Context: an optimization exercise on an open-source flow, tuned for small area and a short achievable clock period. The choices shown serve that exercise and are no tape-out recipe. Power figures rest on the tool's default switching activity, not on a simulated workload.

==> module watermark_embedder_core, before the edit <==
module watermark_embedder_core #(
  parameter int PIX_W      = 8,
  parameter int IMG_PIXELS = 65536,
  parameter int WM_BITS    = 1024,
  parameter int BIT_POS    = 0
) (
  input  logic                       clk,
  input  logic                       rst,
  input  logic                       start,
  output logic                       done,
  output logic                       busy,
  input  logic                       wm_wr_en,
  input  logic [$clog2(WM_BITS)-1:0] wm_wr_addr,
  input  logic                       wm_wr_data,
  input  logic                       s_valid,
  output logic                       s_ready,
  input  logic [PIX_W-1:0]           s_pixel,
  output logic                       m_valid,
  input  logic                       m_ready,
  output logic [PIX_W-1:0]           m_pixel,
  output logic                       m_last
);
  localparam int IW = $clog2(WM_BITS);       
  localparam int CW = $clog2(IMG_PIXELS);    
  localparam int PW = 6;                     
  localparam int HW = IW - PW;               
  localparam int NP = 1 << HW;               
  logic               busy_q, run, flush, dn;
  logic               idle, accept, last_pix, wen;
  logic [CW-1:0]      rcnt;
  logic [WM_BITS-1:0] wm;
  logic [NP-1:0]      part;
  logic [HW-1:0]      hsel;
  logic [PIX_W-1:0]   pix_emb;
  assign idle     = ~busy_q;
  assign busy     = busy_q;
  assign done     = dn;
  assign m_last   = flush;
  assign s_ready  = run & (~m_valid | m_ready);
  assign accept   = s_valid & s_ready;
  assign last_pix = (rcnt == CW'(0));        
  assign wen      = idle & wm_wr_en;
  always_comb begin
    pix_emb          = s_pixel;
    pix_emb[BIT_POS] = part[hsel];
  end
  localparam int CB = 5;                     
  logic [(1<<(IW-CB))-1:0] rset, rclr;
  logic [(1<<CB)-1:0]      csel;
  always_comb begin
    for (int r = 0; r < (1<<(IW-CB)); r++) begin
      rset[r] = wen &  wm_wr_data & (wm_wr_addr[IW-1:CB] == (IW-CB)'(r));
      rclr[r] = wen & ~wm_wr_data & (wm_wr_addr[IW-1:CB] == (IW-CB)'(r));
    end
    for (int c = 0; c < (1<<CB); c++)
      csel[c] = (wm_wr_addr[CB-1:0] == CB'(c));
  end
  always_ff @(posedge clk) begin
    for (int i = 0; i < WM_BITS; i++)
      wm[i] <= (wm[i] & ~(rclr[i >> CB] & csel[i % (1<<CB)])) | (rset[i >> CB] & csel[i % (1<<CB)]);
  end
  always_ff @(posedge clk) begin
    if (rst) begin
      busy_q  <= 1'b0;
      run     <= 1'b0;
      flush   <= 1'b0;
      dn      <= 1'b0;
      m_valid <= 1'b0;
    end else begin
      busy_q  <= (idle & start) | (busy_q & ~dn);
      run     <= (idle & start) | (run & ~(accept & last_pix));
      flush   <= (run & accept & last_pix) | (flush & ~(m_valid & m_ready));
      dn      <= flush & m_valid & m_ready;
      m_valid <= accept | (m_valid & ~m_ready);
    end
  end
  always_ff @(posedge clk) begin
    if (accept) m_pixel <= pix_emb;
  end
  always_ff @(posedge clk) begin
    if (!run)        rcnt <= CW'(1);
    else if (accept) rcnt <= rcnt + CW'(1);
  end
  localparam int SW = PW / 2;                
  logic [(1<<SW)-1:0]      sel_hi, sel_lo;
  logic [NP-1:0]           part_rd;
  logic [(1<<(PW-SW))-1:0] grp;
  always_comb begin
    for (int k = 0; k < (1<<(PW-SW)); k++)
      sel_hi[k] = (rcnt[PW-1:SW] == (PW-SW)'(k));
    for (int k = 0; k < (1<<SW); k++)
      sel_lo[k] = (rcnt[SW-1:0] == SW'(k));
    for (int j = 0; j < NP; j++) begin
      for (int a = 0; a < (1<<(PW-SW)); a++)
        grp[a] = |(wm[j*(1<<PW) + a*(1<<SW) +: (1<<SW)] & sel_lo);
      part_rd[j] = |(grp & sel_hi);
    end
  end
  always_ff @(posedge clk) begin
    if (idle) begin
      part[0] <= (wen && wm_wr_addr == IW'(0)) ? wm_wr_data : wm[0];
      hsel    <= '0;
    end else if (accept) begin
      part <= part_rd;
      hsel <= rcnt[IW-1:PW];
    end
  end
endmodule
Settings: LEC_CHECK=0, CAP_MARGIN=20, CORE_MARGIN=2, CORE_UTILIZATION=55, SETUP_SLACK_MARGIN=2.4, SLEW_MARGIN=20; clock period 5.0 ns.
run.sh (not shown) runs the stock make flow with config.mk's settings and CLKGATE_MAP_FILE= SYNTH_SCRIPT=/design/flow/synth_recipe.tcl, a recipe that flattens the netlist after the stock synthesis.
The baseline finished with timing, DRC and antenna clean.
Edit:
--- a/flow/design.v
+++ b/flow/design.v
@@ -30,35 +30,26 @@
   logic [CW-1:0]      rcnt;
   logic [WM_BITS-1:0] wm;
   logic [NP-1:0]      part;
   logic [HW-1:0]      hsel;
+  logic               b0;
   logic [PIX_W-1:0]   pix_emb;
   assign idle     = ~busy_q;
   assign busy     = busy_q;
   assign done     = dn;
   assign m_last   = flush;
   assign s_ready  = run & (~m_valid | m_ready);
   assign accept   = s_valid & s_ready;
-  assign last_pix = (rcnt == CW'(0));        
+  assign last_pix = (rcnt == CW'(1));        
   assign wen      = idle & wm_wr_en;
   always_comb begin
     pix_emb          = s_pixel;
-    pix_emb[BIT_POS] = part[hsel];
-  end
-  localparam int CB = 5;                     
-  logic [(1<<(IW-CB))-1:0] rset, rclr;
-  logic [(1<<CB)-1:0]      csel;
-  always_comb begin
-    for (int r = 0; r < (1<<(IW-CB)); r++) begin
-      rset[r] = wen &  wm_wr_data & (wm_wr_addr[IW-1:CB] == (IW-CB)'(r));
-      rclr[r] = wen & ~wm_wr_data & (wm_wr_addr[IW-1:CB] == (IW-CB)'(r));
-    end
-    for (int c = 0; c < (1<<CB); c++)
-      csel[c] = (wm_wr_addr[CB-1:0] == CB'(c));
+    pix_emb[BIT_POS] = b0;
   end
   always_ff @(posedge clk) begin
     for (int i = 0; i < WM_BITS; i++)
-      wm[i] <= (wm[i] & ~(rclr[i >> CB] & csel[i % (1<<CB)])) | (rset[i >> CB] & csel[i % (1<<CB)]);
+      if (wen && wm_wr_addr == IW'(i))
+        wm[i] <= wm_wr_data;
   end
   always_ff @(posedge clk) begin
     if (rst) begin
       busy_q  <= 1'b0;
@@ -77,31 +68,26 @@
   always_ff @(posedge clk) begin
     if (accept) m_pixel <= pix_emb;
   end
   always_ff @(posedge clk) begin
-    if (!run)        rcnt <= CW'(1);
+    if (!run)        rcnt <= CW'(2);
     else if (accept) rcnt <= rcnt + CW'(1);
   end
-  localparam int SW = PW / 2;                
-  logic [(1<<SW)-1:0]      sel_hi, sel_lo;
-  logic [NP-1:0]           part_rd;
-  logic [(1<<(PW-SW))-1:0] grp;
+  logic [(1<<PW)-1:0] lsel;
+  logic [NP-1:0]      part_rd;
   always_comb begin
-    for (int k = 0; k < (1<<(PW-SW)); k++)
-      sel_hi[k] = (rcnt[PW-1:SW] == (PW-SW)'(k));
-    for (int k = 0; k < (1<<SW); k++)
-      sel_lo[k] = (rcnt[SW-1:0] == SW'(k));
-    for (int j = 0; j < NP; j++) begin
-      for (int a = 0; a < (1<<(PW-SW)); a++)
-        grp[a] = |(wm[j*(1<<PW) + a*(1<<SW) +: (1<<SW)] & sel_lo);
-      part_rd[j] = |(grp & sel_hi);
-    end
+    for (int k = 0; k < (1<<PW); k++)
+      lsel[k] = (rcnt[PW-1:0] == PW'(k));
+    for (int j = 0; j < NP; j++)
+      part_rd[j] = |(wm[j*(1<<PW) +: (1<<PW)] & lsel);
   end
   always_ff @(posedge clk) begin
     if (idle) begin
-      part[0] <= (wen && wm_wr_addr == IW'(0)) ? wm_wr_data : wm[0];
+      b0      <= (wen && wm_wr_addr == IW'(0)) ? wm_wr_data : wm[0];
+      part[0] <= (wen && wm_wr_addr == IW'(1)) ? wm_wr_data : wm[1];
       hsel    <= '0;
     end else if (accept) begin
+      b0   <= part[hsel];
       part <= part_rd;
       hsel <= rcnt[IW-1:PW];
     end
   end
Outcome:
- The new run completed without violations
- wire length rises by a few percent
- area after synthesis rises by a little under a tenth
- design area rises by roughly a tenth
- power rises by a few percent
- clock skew hardly moves
- non-clock buffer count rises by 174
- worst setup slack got worse by 0.040 ns
- die area rises by a little under a tenth
- hold slack got worse by 0.049 ns
- global-route usage rises by 3.9 points
Function was not checked in any run of this note: the RTL went through the layout flow alone.

separate check: timing with driven ports:
The results above use ideal ports. As a check the final layouts listed here were re-extracted and re-timed, cells and wires unchanged. Step 1 sets driving cells, clkbuf_16 on the clock port and buf_2 on the other inputs (assumed; they add their load-dependent delay and slew). Step 2 times the ports against the registers' clock, not the clock port: input delays grow and output delays shrink by t, the midpoint of the rising clock arrivals with the driver on. a / b / c = no drivers / after step 1 / after step 2; a / b = the first two.
| run | shift t [ns] | setup slack, ns | latest minus earliest clock arrival (ns) | worst data-port slew with drivers (ns) |
|---|---|---|---|---|
| the first run | 0.754 | 1.938 / 1.938 / 1.559 | 0.023 / 0.023 | 0.09 |
| the second run | 0.761 | 1.898 / 1.898 / 1.584 | 0.024 / 0.024 | 0.05 |
After both steps setup and hold are still met in every run listed. For the first run, which loses most, drivers alone change the setup slack by 0.000 ns; drivers and shift together by -0.379 ns.
